Background: an optimization exercise with open tools, aiming at small area and a short achievable clock period. Do not read the settings as production practice. Where RTL was checked, it was by simulation tests only, not by an equivalence proof against the original. Power and IR drop assume default switching activity.

==> inputs of quartz <==
## cdbus
module cdbus (
    input  logic       clk,
    input  logic       reset,
    input  logic [3:0] csr_address,
    input  logic       csr_read,
    input  logic       csr_write,
    input  logic [31:0]      csr_writedata,
    output logic [31:0]      csr_readdata,
    output logic       irq,
    input  logic       rx,
    output logic       tx
);
Settings: LEC_CHECK=0, ABC_CLOCK_PERIOD_IN_PS=2500, CAP_MARGIN=20, CORE_MARGIN=2, CORE_UTILIZATION=60, CTS_BUF_LIST=sky130_fd_sc_hd__clkbuf_16, CTS_CLUSTER_DIAMETER=100, CTS_CLUSTER_SIZE=25, SETUP_SLACK_MARGIN=2.55, SLEW_MARGIN=20; clock period 5.0 ns.
standard.sh (not shown) runs the stock make flow with config.mk's settings and CLKGATE_MAP_FILE= SYNTH_SCRIPT=/design/flow/synth_recipe.tcl, a recipe that flattens the netlist after the stock synthesis.
==> flow/flow/run.sh <==
#!/bin/bash
# The standard layout, with the port buffers made from a plain buffer
# (buf_4) rather than the default delay buffer, so that paths from the
# inputs and to the outputs are not slowed by the port buffers.
set -euo pipefail
export BUFFER_PORTS_ARGS="-buffer_cell sky130_fd_sc_hd__buf_4"
bash standard.sh > standard.log 2>&1
==> garnet (differences from quartz) <==
--- a/flow/design.v
+++ b/flow/design.v
@@ -46,17 +46,16 @@
     output logic       tx_wr_en,
     output logic       tx_start,
     input  logic       tx_done,
     input  logic       rx_frame_ok,
     input  logic [5:0]      rx_frame_len,
     input  logic       rx_frame_bad,
     input  logic       rx_frame_drop,
     output logic       rx_rd,
-    output logic       rx_rd_clear,
     input  logic [7:0]      rx_rd_byte,      
     output logic       rx_busy,
     input  logic       bus_idle,
     input  logic       bus_idle_n        
 );
     logic [4:0] int_mask;
     logic       tx_pending;
     logic       rx_pending;
@@ -70,17 +69,16 @@
     logic       tx_pending_n;
     logic       rx_pending_n;
     logic       rx_error_n;
     logic       rx_lost_n;
     assign tx_wr_en   = csr_write && csr_address == CSR_TX_DATA && !tx_pending;
     assign tx_start   = csr_write && csr_address == CSR_TX_CTRL && csr_writedata[0] && !tx_pending;
     assign rx_release = csr_write && csr_address == CSR_RX_CTRL && csr_writedata[0];
     assign rx_rd      = csr_read && csr_address == CSR_RX_DATA;
-    assign rx_rd_clear = reset || rx_frame_ok || rx_release;
     assign rx_busy    = rx_pending;
     assign irq        = irq_q;
     assign csr_readdata = {16'd0, readdata_q};
     always_comb begin
         int_mask_n   = int_mask;
         tx_pending_n = tx_pending;
         rx_pending_n = rx_pending;
         rx_error_n   = rx_error;
@@ -117,27 +115,25 @@
             filter <= '0;
         end else begin
             if (csr_write && csr_address == CSR_DIV) div <= csr_writedata[15:0];
             if (csr_write && csr_address == CSR_FILTER) filter <= csr_writedata[7:0];
         end
         if (rx_frame_ok) rx_len <= rx_frame_len;      
     end
     always_ff @(posedge clk) begin
-        if (csr_read) begin
-            case (csr_address)
-                CSR_DIV:      readdata_q <= div;
-                CSR_FILTER:   readdata_q <= {8'd0, filter};
-                CSR_STATUS:   readdata_q <= {11'd0, bus_idle, rx_lost, rx_error, tx_pending, rx_pending};
-                CSR_INT_MASK: readdata_q <= {11'd0, int_mask};
-                CSR_RX_DATA:  readdata_q <= {8'd0, rx_rd_byte};
-                CSR_RX_LEN:   readdata_q <= {10'd0, rx_len};
-                default:      readdata_q <= '0;
-            endcase
-        end
+        case (csr_address)
+            CSR_DIV:      readdata_q <= div;
+            CSR_FILTER:   readdata_q <= {8'd0, filter};
+            CSR_STATUS:   readdata_q <= {11'd0, bus_idle, rx_lost, rx_error, tx_pending, rx_pending};
+            CSR_INT_MASK: readdata_q <= {11'd0, int_mask};
+            CSR_RX_DATA:  readdata_q <= {8'd0, rx_rd_byte};
+            CSR_RX_LEN:   readdata_q <= {10'd0, rx_len};
+            default:      readdata_q <= '0;
+        endcase
     end
 endmodule
 import cd_pkg::*;
 module cd_tx_buf (
     input  logic       clk,
     input  logic       wr_en,
     input  logic [7:0] row,
     input  logic [7:0] col,
@@ -161,127 +157,113 @@
         for (int j = 0; j < 8; j++)
             for (int k = 0; k < 8; k++)
                 if (wr_en && row[j] && col[k]) mem[8 * j + k] <= wr_data;
         half_q <= half;
     end
 endmodule
 module cd_rx_buf (
     input  logic       clk,
-    input  logic [7:0] wr_row,       
-    input  logic [7:0] wr_col,       
+    input  logic       wr_en,        
     input  logic [7:0] wr_data,
-    input  logic       pending,      
-    input  logic       rd_clear,     
-    input  logic       rd_next,      
+    input  logic       rd,           
+    input  logic       tap_set,      
+    input  logic [5:0] tap_pos,      
     output logic [7:0] rd_data       
 );
     localparam int DEPTH = MAX_FRAME - 2;
-    logic [DEPTH-1:0][7:0] mem;
+    logic [DEPTH-1:0][7:0] ring;
     logic [7:0] row;                 
     logic [7:0] col;                 
-    logic [1:0][7:0] half;
-    logic [1:0][7:0] half_q;
     always_comb begin
-        half = '0;
+        rd_data = '0;
         for (int j = 0; j < 8; j++) begin
             logic [7:0] r;
             r = '0;
             for (int k = 0; k < 8; k++)
-                if (8 * j + k < DEPTH) r = r | ({8{col[k]}} & mem[8 * j + k]);
-            half[j / 4] = half[j / 4] | ({8{row[j]}} & r);
+                if (8 * j + k < DEPTH) r = r | ({8{col[k]}} & ring[8 * j + k]);
+            rd_data = rd_data | ({8{row[j]}} & r);
         end
     end
-    assign rd_data = half_q[0] | half_q[1];
     always_ff @(posedge clk) begin
-        for (int i = 0; i < DEPTH; i++)
-            if (wr_row[i / 8] && wr_col[i % 8]) mem[i] <= wr_data;
-        if (rd_clear) begin
-            row <= 8'd1;
-            col <= 8'd2;
-        end else if (rd_next) begin
-            col <= {col[6:0], col[7]};
-            if (col[7]) row <= {row[6:0], row[7]};
-        end
-        if (!pending) begin
-            half_q[0] <= mem[0];
-            half_q[1] <= '0;
-        end else if (rd_next) begin
-            half_q <= half;
+        if (wr_en || rd) begin
+            ring[0] <= wr_en ? wr_data : ring[DEPTH-1];
+            for (int i = 1; i < DEPTH; i++) ring[i] <= ring[i-1];
+        end
+        if (tap_set) begin
+            for (int j = 0; j < 8; j++) row[j] <= tap_pos[5:3] == 3'(j);
+            for (int k = 0; k < 8; k++) col[k] <= tap_pos[2:0] == 3'(k);
         end
     end
 endmodule
 import cd_pkg::*;
 module cd_tx_bytes (
     input  logic  clk,
     input  logic  reset,
     input  logic  tx_wr_en,
+    input  logic  tx_wr_q,       
     input  logic  tx_start,
     input  logic [7:0] ram_rd_data,
     output logic [7:0] ram_row,      
     output logic [7:0] ram_col,      
     output logic  tx_done,
     output logic [7:0] bytes_data,
     output logic  bytes_valid,
     output logic  bytes_last,
     output logic  bytes_crc,
     input  logic  bytes_ack,
     input  logic  crc_bit_en,
     input  logic  crc_bit
 );
     logic [1:0] state;
     logic [5:0] pos;
-    logic [5:0] len;
     logic [15:0] crc;
     logic      crc_hi;
     logic      last;
+    logic      ack_q;        
     assign bytes_valid = (state == TX_DATA) || (state == TX_CRC);
     assign bytes_crc   = (state == TX_CRC);
     assign bytes_data  = (state == TX_CRC) ? (crc_hi ? crc[15:8] : crc[7:0]) : ram_rd_data;
     assign bytes_last  = (state == TX_CRC) && crc_hi;
-    assign last        = (pos + 1'b1 == len);
+    assign last        = (pos == 6'd1);
     always_ff @(posedge clk) begin
         if (tx_start) begin
-            len <= pos;
             crc <= CRC_INIT;
         end else if (crc_bit_en) begin
             crc <= (crc >> 1) ^ ((crc[0] ^ crc_bit) ? 16'ha001 : 16'h0000);
         end
-        if (reset || tx_start || (state == TX_DATA && bytes_ack && last)) begin
+        ack_q <= bytes_ack && !reset;
+        if (reset || tx_start || (state == TX_DATA && ack_q && last)) begin
             ram_row <= 8'd1;
             ram_col <= 8'd1;
-        end else if (tx_wr_en || (state == TX_DATA && bytes_ack)) begin
+        end else if (tx_wr_q || (state == TX_DATA && ack_q)) begin
             ram_col <= {ram_col[6:0], ram_col[7]};
             if (ram_col[7]) ram_row <= {ram_row[6:0], ram_row[7]};
         end
         if (reset) begin
             state   <= TX_IDLE;
             pos     <= '0;
             crc_hi  <= 1'b0;
             tx_done <= 1'b0;
         end else begin
-            tx_done <= 1'b0;
+            tx_done <= bytes_ack && state == TX_CRC && crc_hi;
             if (tx_wr_en) pos <= pos + 1'b1;
             case (state)
                 TX_IDLE: if (tx_start) begin
-                    pos    <= '0;
                     crc_hi <= 1'b0;
                     state  <= TX_READ;
                 end
                 TX_READ: state <= TX_DATA;   
-                TX_DATA: if (bytes_ack) begin
-                    pos   <= last ? 6'd0 : pos + 1'b1;
+                TX_DATA: if (ack_q) begin
+                    pos   <= pos - 1'b1;
                     state <= last ? TX_CRC : TX_READ;
                 end
-                TX_CRC: if (bytes_ack) begin
+                TX_CRC: if (ack_q) begin
                     crc_hi <= 1'b1;
-                    if (crc_hi) begin
-                        tx_done <= 1'b1;
-                        state   <= TX_IDLE;
-                    end
+                    if (crc_hi) state <= TX_IDLE;
                 end
                 default: state <= TX_IDLE;
             endcase
         end
     end
 endmodule
 import cd_pkg::*;
 module cd_tx_ser (
@@ -305,17 +287,16 @@
     logic       in_frame;    
     logic       bit_end;
     logic       load;
     logic       is_crc;      
     assign bit_end = (cnt == div);
     assign load = bytes_valid && ((state == SER_IDLE && (in_frame || bus_idle)) ||
                                   (state == SER_STOP && bit_end && in_frame));
     assign bytes_ack = load;
-    assign crc_bit_en = state == SER_DATA && bit_end && !is_crc;
     assign crc_bit = shreg[0];
     always_comb begin
         state_n = state;
         shreg_n = shreg;
         if (reset) begin
             state_n = SER_IDLE;
         end else if (load) begin
             shreg_n = bytes_data;
@@ -331,22 +312,23 @@
                 default: ;
             endcase
         end
     end
     always_ff @(posedge clk) begin
         state <= state_n;
         shreg <= shreg_n;
         tx    <= (state_n == SER_START) ? 1'b0 : (state_n == SER_DATA) ? shreg_n[0] : 1'b1;
+        crc_bit_en <= !reset && ((load && !bytes_crc) ||
+                                 (state == SER_DATA && bit_end && bitn != 3'd7 && !is_crc));
+        cnt <= (state == SER_IDLE || bit_end) ? '0 : cnt + 1'b1;
         if (reset) begin
-            cnt      <= '0;
             bitn     <= '0;
             in_frame <= 1'b0;
         end else begin
-            cnt <= (state == SER_IDLE || bit_end) ? '0 : cnt + 1'b1;
             if (load) begin
                 in_frame <= !bytes_last;
                 is_crc   <= bytes_crc;
             end else if (state == SER_DATA && bit_end) begin
                 bitn <= bitn + 1'b1;
             end
         end
     end
@@ -434,18 +416,18 @@
     end
 endmodule
 import cd_pkg::*;
 module cd_rx_bytes (
     input  logic  clk,
     input  logic  reset,
     input  logic [7:0] filter,
     input  logic  rx_busy,
-    output logic [7:0] ram_wr_row,   
-    output logic [7:0] ram_wr_col,   
+    output logic  ram_wr_en,
+    output logic [5:0] rx_frame_tap,     
     output logic [7:0] ram_wr_data,
     output logic  rx_frame_ok,
     output logic [5:0] rx_frame_len,
     output logic  rx_frame_bad,
     output logic  rx_frame_drop,
     input  logic [7:0] bytes_data,
     input  logic  bytes_strobe,
     input  logic  bytes_frame_end,
@@ -463,21 +445,19 @@
     logic [15:0]       crc;
     logic [7:0]      len_field;
     logic       dest_ok;
     logic       skip;        
     logic       good;
     logic       good_q;      
     assign ram_wr_data = bytes_data;
     always_ff @(posedge clk) begin
-        for (int j = 0; j < 8; j++)
-            ram_wr_row[j] <= bytes_strobe && !rx_busy && count < 7'(MAX_FRAME - 2) &&
-                             count[5:3] == 3'(j);
-        for (int k = 0; k < 8; k++) ram_wr_col[k] <= count[2:0] == 3'(k);
+        ram_wr_en <= bytes_strobe && !rx_busy && count < 7'(MAX_FRAME - 2);
     end
+    assign rx_frame_tap = (count >= 7'(MAX_FRAME - 2)) ? 6'(MAX_FRAME - 3) : 6'(count - 1'b1);
     assign good = (crc == '0) && (count <= 7'(MAX_FRAME)) &&
                   ({2'b00, count} == {1'b0, len_field} + 9'd5);
     assign rx_frame_bad  = bytes_frame_end && !good_q;
     assign rx_frame_drop = bytes_frame_end && good_q && dest_ok && (skip || rx_busy);
     assign rx_frame_ok   = bytes_frame_end && good_q && dest_ok && !(skip || rx_busy);
     assign rx_frame_len  = 6'(count - 7'd2);     
     always_ff @(posedge clk) good_q <= good;
     always_ff @(posedge clk) begin
@@ -518,62 +498,67 @@
     logic [7:0] rx_byte_data;
     logic  rx_byte_strobe;
     logic  rx_byte_frame_end;
     logic  rx_byte_bus_idle;
     logic  rx_byte_bus_idle_n;
     logic [15:0]  div;
     logic [7:0] filter;
     logic  tx_wr_en;
+    logic  tx_wr_q;          
+    logic [7:0] tx_wr_data_q;    
     logic  tx_start;
     logic  tx_done;
     logic [7:0] tx_row;
     logic [7:0] tx_col;
     logic [7:0] tx_rd_data;
     logic  rx_rd;
-    logic  rx_rd_clear;
     logic [7:0] rx_rd_byte;
     logic  rx_busy;
-    logic [7:0] rx_wr_row;
-    logic [7:0] rx_wr_col;
+    logic  rx_wr_en;
+    logic [5:0] rx_frame_tap;
     logic [7:0] rx_wr_data;
     logic  rx_frame_ok;
     logic [5:0] rx_frame_len;
     logic  rx_frame_bad;
     logic  rx_frame_drop;
     cd_csr csr0 (
         .clk, .reset, .csr_address, .csr_read, .csr_write, .csr_writedata,
         .csr_readdata, .irq, .div, .filter, .tx_wr_en, .tx_start,
         .tx_done, .rx_frame_ok, .rx_frame_len, .rx_frame_bad,
-        .rx_frame_drop, .rx_rd, .rx_rd_clear, .rx_rd_byte, .rx_busy,
+        .rx_frame_drop, .rx_rd, .rx_rd_byte, .rx_busy,
         .bus_idle(rx_byte_bus_idle), .bus_idle_n(rx_byte_bus_idle_n)
     );
+    always_ff @(posedge clk) begin
+        tx_wr_q      <= tx_wr_en;
+        tx_wr_data_q <= csr_writedata[7:0];
+    end
     cd_tx_buf tx_buf0 (
-        .clk, .wr_en(tx_wr_en), .row(tx_row), .col(tx_col), .wr_data(csr_writedata[7:0]),
+        .clk, .wr_en(tx_wr_q), .row(tx_row), .col(tx_col), .wr_data(tx_wr_data_q),
         .rd_data(tx_rd_data)
     );
     cd_rx_buf rx_buf0 (
-        .clk, .wr_row(rx_wr_row), .wr_col(rx_wr_col), .wr_data(rx_wr_data),
-        .pending(rx_busy), .rd_clear(rx_rd_clear), .rd_next(rx_rd), .rd_data(rx_rd_byte)
+        .clk, .wr_en(rx_wr_en), .wr_data(rx_wr_data), .rd(rx_rd && rx_busy),
+        .tap_set(rx_frame_ok), .tap_pos(rx_frame_tap), .rd_data(rx_rd_byte)
     );
     cd_tx_bytes tx_bytes0 (
-        .clk, .reset, .tx_wr_en, .tx_start, .ram_rd_data(tx_rd_data),
+        .clk, .reset, .tx_wr_en, .tx_wr_q, .tx_start, .ram_rd_data(tx_rd_data),
         .ram_row(tx_row), .ram_col(tx_col), .tx_done, .bytes_data(tx_byte_data),
         .bytes_valid(tx_byte_valid), .bytes_last(tx_byte_last), .bytes_crc(tx_byte_crc),
         .bytes_ack(tx_byte_ack), .crc_bit_en(tx_crc_bit_en), .crc_bit(tx_crc_bit)
     );
     cd_tx_ser tx_ser0 (
         .clk, .reset, .div, .bus_idle(rx_byte_bus_idle), .tx, .bytes_data(tx_byte_data),
         .bytes_valid(tx_byte_valid), .bytes_last(tx_byte_last), .bytes_crc(tx_byte_crc),
         .bytes_ack(tx_byte_ack), .crc_bit_en(tx_crc_bit_en), .crc_bit(tx_crc_bit)
     );
     cd_rx_des rx_des0 (
         .clk, .reset, .div, .rx, .bytes_data(rx_byte_data), .bytes_strobe(rx_byte_strobe),
         .bytes_frame_end(rx_byte_frame_end), .bytes_bus_idle(rx_byte_bus_idle),
         .bytes_bus_idle_n(rx_byte_bus_idle_n)
     );
     cd_rx_bytes rx_bytes0 (
-        .clk, .reset, .filter, .rx_busy, .ram_wr_row(rx_wr_row), .ram_wr_col(rx_wr_col),
+        .clk, .reset, .filter, .rx_busy, .ram_wr_en(rx_wr_en), .rx_frame_tap,
         .ram_wr_data(rx_wr_data), .rx_frame_ok, .rx_frame_len, .rx_frame_bad,
         .rx_frame_drop, .bytes_data(rx_byte_data), .bytes_strobe(rx_byte_strobe),
         .bytes_frame_end(rx_byte_frame_end), .bytes_bus_idle(rx_byte_bus_idle)
     );
 endmodule
- ABC_CLOCK_PERIOD_IN_PS: 2500 -> not set
- CORE_UTILIZATION: 60 -> 70
- SETUP_SLACK_MARGIN: 2.55 -> 2.8
==> flow_summary_export.csv <==
group,metric,value,unit
run_status,status,"timing/DRC/antenna clean",
pwr,leakagePower,15.79,nW
floorplan,die_width,263.9,µm
drt,detailroute.wirelength.met3,7.646,mm
worst_setup_path,startpoint,"rx_buf0.col[0]",
yosys,ys_warn_count,8,
yosys,avgSynthCellArea,15.29,µm²
pwr,ir_drop,0.2985,mV
floorplan,fp.dieH,263.9,µm
worst_setup_path,worstPathMaxFanout,25,
pwr,p_switching,3.287,mW
sta,holdWs,0.4252,ns
That was garnet.
==> flow_summary_export.csv <==
group,metric,value,unit
clocking,h-tree-depth,2,
worst_setup_path,path_delay_family,"simple AND/OR/NAND/NOR gates",
drt,routed.top_layer,"met4",
floorplan,fp.dieH,288.4,µm
cells_and_area,drive_gt1_frac,0.08706,
worst_setup_path,startpoint,"csr_write",
pwr,ir_drop,0.3203,mV
drt,detailroute.wirelength.met3,9.289,mm
pwr,leakagePower,16.30,nW
floorplan,die_width,288.4,µm
pwr,p_switching,3.390,mW
sta,holdWs,0.4443,ns
place,place.port_buffers,42,
run_status,status,"timing/DRC/antenna clean",
yosys,avgSynthCellArea,15.01,µm²
cells_and_area,largest_reg_flops,512,
That was quartz.
The RTL of garnet was laid out without a check of its function.

## static timing again, ports no longer ideal
How much do the figures lean on ideal ports? The routed layouts below were timed once more, with nothing changed but the port constraints.
Step 1, drivers: a clkbuf_16 drives clk and a buf_2 each remaining input, both assumed.
Step 2 moves the port delays by t, midway between the first and last clock arrival at a register: inputs arrive t later, outputs are due t later. That takes back most of the time a late clock gives input paths.
Slacks: ideal ports / drivers / drivers and shift; pairs: ideal ports / drivers.
run | t (ns) | slack for setup (ns) | worst setup path at the end
quartz | 0.734 | 2.595 / 2.620 / 1.887 | input to register
garnet | 0.728 | 2.775 / 2.775 / 2.128 | input to register
After both steps setup and hold are still met in every run listed. The setup slack of quartz, which loses most, moves by +0.025 ns with the drivers and by -0.708 ns with both steps.
